Context: an optimization exercise on an open-source flow, tuned for small area, a short achievable clock period and few clock cycles. The choices shown serve that exercise and are no tape-out recipe. Where RTL was checked, it was by simulation tests only, not by an equivalence proof against the original. Power and IR drop assume default switching activity.

## violet
## four_channel_rate_limited_averager_top
module four_channel_rate_limited_averager_top (
	input  logic                          clk,
	input  logic                          arst_n,
	input  logic                          s_tvalid,
	output logic                          s_tready,
	input  logic [fcrla_pkg::IN_W-1:0]    s_tdata,
	input  logic [1:0]                    s_tuser,
	output logic                          m_tvalid,
	input  logic                          m_tready,
	output logic [fcrla_pkg::OUT_W-1:0]   m_tdata,
	input  logic                          cfg_we,
	input  logic [fcrla_pkg::IVAL_W-1:0]  cfg_data
);
Size: roughly 3700 cells after synthesis.
clock: 5.5 ns
lec_check: 0
abc_area: 1
cap_margin: 20
core_margin: 2
core_utilization: 40
cts_cluster_diameter: 100
cts_cluster_size: 24
setup_slack_margin: 2.5
slew_margin: 20
tns_end_percent: 5
standard.sh (not shown) runs the stock make flow with config.mk's settings and CLKGATE_MAP_FILE= SYNTH_SCRIPT=/design/flow/synth_recipe.tcl, a recipe that flattens the netlist after the stock synthesis.
==> flow/flow/run.sh <==
#!/bin/bash
# The standard layout (the standard.sh: standard synthesis, floorplan, placement, CTS,
# routing), except that the port buffers placement inserts are plain buffers
# (sky130_fd_sc_hd__buf_1) instead of the delay cell ORFS picks by default. Every input and
# output port still gets its own buffer; resizing may upsize it later.
set -euo pipefail
export BUFFER_PORTS_ARGS="-buffer_cell sky130_fd_sc_hd__buf_1"
bash standard.sh finish > standard.log 2>&1
Here is what was changed in the inputs of quartz compared with violet.
Settings: TNS_END_PERCENT: 5 -> unset.
### Flow results
Changes observed in quartz relative to violet: count of clock-buffer cells in the layout grew by 2, global-route wire length before repair grew by about 2%, internal power of the cells grew by about 1.4%. Changes observed in quartz relative to violet: fill cell instance count of the final layout has decreased, wire length has increased, number of port buffers has remained practically unchanged.
No functional check of the RTL was part of any run of this note.

## alpha
The RTL this note starts from:
==> flow/design.v <==
package fcrla_pkg;
	localparam int MAX_SAMPLES = 4096;
	localparam int SAMPLE_BITS = 16;
	localparam int LANES    = 4;
	localparam int AVG_W    = 16;
	localparam int COUNT_W  = 13;
	localparam int TIME_W   = 32;
	localparam int IVAL_W   = 16;
	localparam int TALLY_W  = $clog2(MAX_SAMPLES + 1);          
	localparam int TRIPLE_W = TALLY_W + 1;                      
	localparam int SUM_W    = SAMPLE_BITS + $clog2(MAX_SAMPLES);  
	localparam int REM_W    = SUM_W - AVG_W;                    
	localparam int STEPS    = AVG_W / 2;                        
	localparam int CNT_W    = $clog2(STEPS);
	localparam int IN_W     = 104;
	localparam int OUT_W    = 80;
	localparam logic [IVAL_W-1:0] EMIT_INTERVAL_RESET = IVAL_W'(1000);
endpackage
module fcrla_lane (
	input  logic                              clk,
	input  logic                              acc_zero,  
	input  logic                              add,
	input  logic [fcrla_pkg::SAMPLE_BITS-1:0] sample,
	input  logic                              follow,    
	input  logic                              step,
	input  logic [fcrla_pkg::TALLY_W-1:0]     d1,        
	input  logic [fcrla_pkg::TRIPLE_W-1:0]    d3,        
	output logic [fcrla_pkg::AVG_W-1:0]       avg
);
	localparam int SW = fcrla_pkg::SUM_W;
	localparam int RW = fcrla_pkg::REM_W;
	localparam int AW = fcrla_pkg::AVG_W;
	logic [SW-1:0]   acc_q;
	logic [AW:0]     lo_sum;
	logic [SW-AW-1:0] hi_inc;
	logic [SW-1:0]   acc_sum;
	logic [SW-1:0]   acc_d;
	logic [SW-1:0]   div_q;
	logic [RW+1:0]   r4;
	logic [RW+2:0]   s1, s2, s3;
	logic [RW-1:0]   rem;
	logic [1:0]      qd;
	assign lo_sum  = {1'b0, acc_q[AW-1:0]} + {1'b0, sample};
	assign hi_inc  = acc_q[SW-1:AW] + (SW-AW)'(1);
	assign acc_sum = {lo_sum[AW] ? hi_inc : acc_q[SW-1:AW], lo_sum[AW-1:0]};
	always_comb begin
		unique case ({acc_zero, add})
			2'b00: acc_d = acc_q;
			2'b01: acc_d = acc_sum;
			2'b10: acc_d = '0;
			2'b11: acc_d = SW'(sample);
		endcase
	end
	always_ff @(posedge clk) begin
		acc_q <= acc_d;
	end
	assign r4 = div_q[SW-1:AW-2];
	assign s1 = {1'b0, r4} - (RW+3)'(d1);
	assign s2 = {1'b0, r4} - (RW+3)'({d1, 1'b0});
	assign s3 = {1'b0, r4} - (RW+3)'(d3);
	always_comb begin
		if (!s3[RW+2]) begin
			qd  = 2'd3;
			rem = s3[RW-1:0];
		end else if (!s2[RW+2]) begin
			qd  = 2'd2;
			rem = s2[RW-1:0];
		end else if (!s1[RW+2]) begin
			qd  = 2'd1;
			rem = s1[RW-1:0];
		end else begin
			qd  = 2'd0;
			rem = r4[RW-1:0];
		end
	end
	always_ff @(posedge clk) begin
		div_q[SW-1:AW] <= step ? rem : acc_d[SW-1:AW];
		if (follow) begin
			div_q[AW-1:0] <= acc_d[AW-1:0];
		end else if (step) begin
			div_q[AW-1:0] <= {div_q[AW-3:0], qd};
		end
	end
	assign avg = div_q[AW-1:0];
endmodule
module four_channel_rate_limited_averager_top (
	input  logic                          clk,
	input  logic                          arst_n,
	input  logic                          s_tvalid,
	output logic                          s_tready,
	input  logic [fcrla_pkg::IN_W-1:0]    s_tdata,
	input  logic [1:0]                    s_tuser,
	output logic                          m_tvalid,
	input  logic                          m_tready,
	output logic [fcrla_pkg::OUT_W-1:0]   m_tdata,
	input  logic                          cfg_we,
	input  logic [fcrla_pkg::IVAL_W-1:0]  cfg_data
);
	localparam int TW = fcrla_pkg::TALLY_W;
	localparam int XW = fcrla_pkg::TRIPLE_W;
	localparam int HW = fcrla_pkg::TIME_W / 2;
	logic [fcrla_pkg::IVAL_W-1:0] ival_q;
	logic                         cfgd_q;    
	logic                         stream_q;
	logic [2*HW-1:0]              last_q;
	logic [HW:0]                  end_q;     
	logic [TW-1:0]                tally_q;
	logic [XW-1:0]                triple_q;  
	logic                         ready_q;
	logic                         pend_q;    
	logic                         busy_q;    
	logic                         valid_q;   
	logic [fcrla_pkg::CNT_W-1:0]  cnt_q;
	logic [TW-1:0]                count_q;   
	logic [XW-1:0]                count3_q;
	logic                         accept;
	logic                         start;
	logic                         smp;
	logic [HW-1:0]                now_lo, now_hi, last_hi1;
	logic                         borrow;
	logic                         lt_end;
	logic                         in_window;
	logic                         hi_zero;
	logic                         emit;
	logic                         div_free;
	logic                         load;
	logic                         zero;
	logic                         add;
	logic                         done;
	logic                         busy_d, valid_d, pend_d, free_d;
	logic [TW-1:0]                tally_d, tally_inc;
	logic [XW-1:0]                triple_d, triple_inc;
	logic                         cmd_smp, smp_ok;
	logic [HW:0]                  end_sum;
	logic [fcrla_pkg::AVG_W-1:0]  avg [fcrla_pkg::LANES];
	assign now_lo   = s_tdata[1 +: HW];
	assign now_hi   = s_tdata[1 + HW +: HW];
	assign div_free = !busy_q && !valid_q;
	assign load     = pend_q && div_free;
	assign s_tready = ready_q;
	assign accept   = s_tvalid && ready_q;
	assign cmd_smp  = s_tvalid && (s_tuser == 2'd0) && s_tdata[0];
	assign smp_ok   = ready_q && stream_q;
	assign start    = s_tvalid && (s_tuser == 2'd1) && ready_q;
	assign smp      = cmd_smp && smp_ok;
	assign zero     = load || start;
	assign add      = cmd_smp && smp_ok && (load || !tally_q[TW-1]);
	assign tally_inc  = tally_q + TW'(1);
	assign triple_inc = triple_q + XW'(3);
	assign tally_d    = zero ? TW'(add) : (add ? tally_inc : tally_q);
	assign triple_d   = zero ? (add ? XW'(3) : '0) : (add ? triple_inc : triple_q);
	assign last_hi1  = last_q[2*HW-1:HW] + HW'(1);
	assign borrow    = now_lo < last_q[HW-1:0];
	assign lt_end    = now_lo < end_q[HW-1:0];
	assign in_window = end_q[HW] ? (!borrow || lt_end) : (!borrow && lt_end);
	assign hi_zero   = borrow ? (now_hi == last_hi1) : (now_hi == last_q[2*HW-1:HW]);
	assign emit      = smp && hi_zero && in_window ? 1'b0 : smp;
	assign end_sum  = (cfgd_q ? {1'b0, last_q[HW-1:0]} : {1'b0, now_lo}) + (HW+1)'(ival_q);
	assign done    = busy_q && cnt_q == fcrla_pkg::CNT_W'(fcrla_pkg::STEPS - 1);
	assign busy_d  = load || (busy_q && !done);
	assign valid_d = done || (valid_q && !m_tready);
	assign free_d  = !busy_d && !valid_d;
	assign pend_d  = emit || (pend_q && !div_free);
	genvar g;
	generate
		for (g = 0; g < fcrla_pkg::LANES; g++) begin : g_lane
			fcrla_lane u_lane (
				.clk      (clk),
				.acc_zero (zero),
				.add      (add),
				.sample   (s_tdata[33 + 16*g +: fcrla_pkg::SAMPLE_BITS]),
				.follow   (free_d),
				.step     (load || busy_q),
				.d1       (count_q),
				.d3       (count3_q),
				.avg      (avg[g])
			);
		end
	endgenerate
	always_ff @(posedge clk) begin
		tally_q  <= tally_d;
		triple_q <= triple_d;
		if (free_d) begin
			count_q  <= tally_d;
			count3_q <= triple_d;
		end
		if (load) begin
			cnt_q <= fcrla_pkg::CNT_W'(1);
		end else if (busy_q) begin
			cnt_q <= cnt_q + fcrla_pkg::CNT_W'(1);
		end
	end
	always_ff @(posedge clk or negedge arst_n) begin
		if (!arst_n) begin
			ival_q <= fcrla_pkg::EMIT_INTERVAL_RESET;
			cfgd_q <= 1'b0;
		end else begin
			cfgd_q <= cfg_we;
			if (cfg_we) begin
				ival_q <= cfg_data;
			end
		end
	end
	always_ff @(posedge clk or negedge arst_n) begin
		if (!arst_n) begin
			stream_q <= 1'b0;
		end else if (accept && s_tuser == 2'd1) begin
			stream_q <= 1'b1;
		end else if (accept && s_tuser == 2'd2) begin
			stream_q <= 1'b0;
		end
	end
	always_ff @(posedge clk or negedge arst_n) begin
		if (!arst_n) begin
			last_q <= '0;
			end_q  <= (HW+1)'(fcrla_pkg::EMIT_INTERVAL_RESET);
		end else begin
			if (emit) begin
				last_q <= {now_hi, now_lo};
			end
			if (emit || cfgd_q) begin
				end_q <= end_sum;
			end
		end
	end
	always_ff @(posedge clk or negedge arst_n) begin
		if (!arst_n) begin
			ready_q <= 1'b1;
			pend_q  <= 1'b0;
			busy_q  <= 1'b0;
			valid_q <= 1'b0;
		end else begin
			ready_q <= !cfg_we && !(pend_d && !free_d);
			pend_q  <= pend_d;
			busy_q  <= busy_d;
			valid_q <= valid_d;
		end
	end
	assign m_tvalid = valid_q;
	assign m_tdata  = {3'b000, count_q, avg[3], avg[2], avg[1], avg[0]};
endmodule
export LEC_CHECK = 0
export ABC_AREA = 1
export CAP_MARGIN = 20
export CORE_MARGIN = 2
export CORE_UTILIZATION = 40
export CTS_CLUSTER_DIAMETER = 100
export CTS_CLUSTER_SIZE = 24
export SETUP_SLACK_MARGIN = 2.3
export SLEW_MARGIN = 20
export TNS_END_PERCENT = 5
create_clock -name core_clock -period 5.5 [get_ports {clk}]
Scripts as last shown in full above: flow/flow/run.sh
In summary, alpha completed successfully, with a layout that passed the timing, design-rule and antenna checks.
Testbench counts of alpha, summed over its fixed seeds: cycles 15,879.
[inputs] beta vs alpha
- SETUP_SLACK_MARGIN: 2.3 -> 2.5
==> flow/run.sh (new file) <==
#!/bin/bash
# synth_recipe.tcl (not shown) runs the flow's synth.tcl, then flattens the netlist and writes it again
# the make line also repeats each setting of config.mk as NAME=value (left out here)
make -C /OpenROAD-flow-scripts/flow DESIGN_CONFIG=/design/flow/config.mk WORK_HOME=/design/flow/orfs CLKGATE_MAP_FILE= SYNTH_SCRIPT=/design/flow/synth_recipe.tcl finish
removed: flow/flow/run.sh
removed: flow/standard.sh
Findings:
For wire length, dividing the value from beta by the value from alpha gives 1.07. Diff alpha -> beta: internal power climbed 0.83 mW; shortest clock period the worst path allows after layout dropped 0.098 ns. In terms of number of placed instances, taps included, alpha and beta differ only marginally. When the final numbers for beta and alpha were put side by side, the clock network power share turned out to be smaller in beta. Comparing beta and alpha, the higher non-clock buffer count was measured on beta. alpha -> beta: top-level I/O count delta 0, exact match.
> inputs changed (beta -> gamma)
- SETUP_SLACK_MARGIN now 2.7, was 2.5
==> flow/flow/run.sh (new file) <==
#!/bin/bash
# The standard layout (the standard.sh: standard synthesis, floorplan, placement, CTS,
# routing), except that the port buffers placement inserts are plain buffers
# (sky130_fd_sc_hd__buf_1) instead of the delay cell ORFS picks by default. Every input and
# output port still gets its own buffer; resizing may upsize it later.
set -euo pipefail
export BUFFER_PORTS_ARGS="-buffer_cell sky130_fd_sc_hd__buf_1"
bash standard.sh finish > standard.log 2>&1
==> flow/standard.sh (new file) <==
#!/bin/bash
# synth_recipe.tcl (not shown) runs the flow's synth.tcl, then flattens the netlist and writes it again
# the make line also repeats each setting of config.mk as NAME=value (left out here)
make -C /OpenROAD-flow-scripts/flow DESIGN_CONFIG=/design/flow/config.mk WORK_HOME=/design/flow/orfs CLKGATE_MAP_FILE= SYNTH_SCRIPT=/design/flow/synth_recipe.tcl "${@:-finish}"
removed: flow/run.sh
==> results.txt <==
- beta → gamma: total power moved down; critical path's largest stage delay up 0.02 ns.
- Compared with beta, in gamma peak ir drop on the vdd network moved down, combinational cell fraction of total power moved down.
- Of beta and gamma, the higher area growth from synthesis to final layout belongs to beta.
- gamma vs beta — design area dropped by a few percent
What delta does differently from gamma at the input level:
- SETUP_SLACK_MARGIN changed from 2.7 to 2.5
==> comparison <==
- Between delta and gamma, it is delta whose multi-input logic area is lower, by 230 um^2.
- Diff gamma -> delta: number of clock-tree buffers in the layout rose by 3.6%; total power consumption of the routed design dropped 0.51%; average wire per cell in the routed design lost 0.31%; area growth from synthesis to layout now sits lower; non-clock buffer count fell by 29.
- The number of non-clock inverters in the layout was comparable across gamma and delta.
- delta vs. gamma: total non-filler cell area in the finished layout now smaller; first-pass GRT wire length decreased by 4500 um relative to the old numbers.
- end_q[3] as the end of the critical path was reported by gamma, and ready_q by delta.

## what the ideal ports hide
The flow's constraints put no driver on any port. The routed layouts listed below were extracted and timed again, unchanged, in two steps.
Step 1 sets driving cells, clkbuf_16 on the clock port and buf_2 on the other inputs (assumed; they add their load-dependent delay and slew).
Step 2 adds t to the input delays and takes it off the output delays; t is the mean of the earliest and latest rising clock arrival at the registers after step 1. Input paths then give back, and output paths get back, about the clock's delay inside the block.
a / b / c = no drivers / after step 1 / after step 2; a / b = the first two.
run	t, ns	setup slack, ns	worst register clock-pin slew, ns	worst slew at a driven data input, ns	pins driven straight from the clock port
violet	0.643	2.482 / 2.523 / 1.880	0.10 / 0.10	0.08	1
quartz	0.652	2.530 / 2.530 / 1.913	0.10 / 0.10	0.07	1
alpha	0.641	2.340 / 2.342 / 1.701	0.11 / 0.11	0.11	1
beta	0.631	2.438 / 2.410 / 1.779	0.11 / 0.11	0.10	1
gamma	0.627	2.396 / 2.430 / 1.802	0.11 / 0.11	0.11	1
delta	0.631	2.484 / 2.518 / 1.887	0.11 / 0.11	0.11	1
After both steps setup and hold are still met in every run listed. For beta, which loses most, drivers alone change the setup slack by -0.028 ns; drivers and shift together by -0.659 ns.
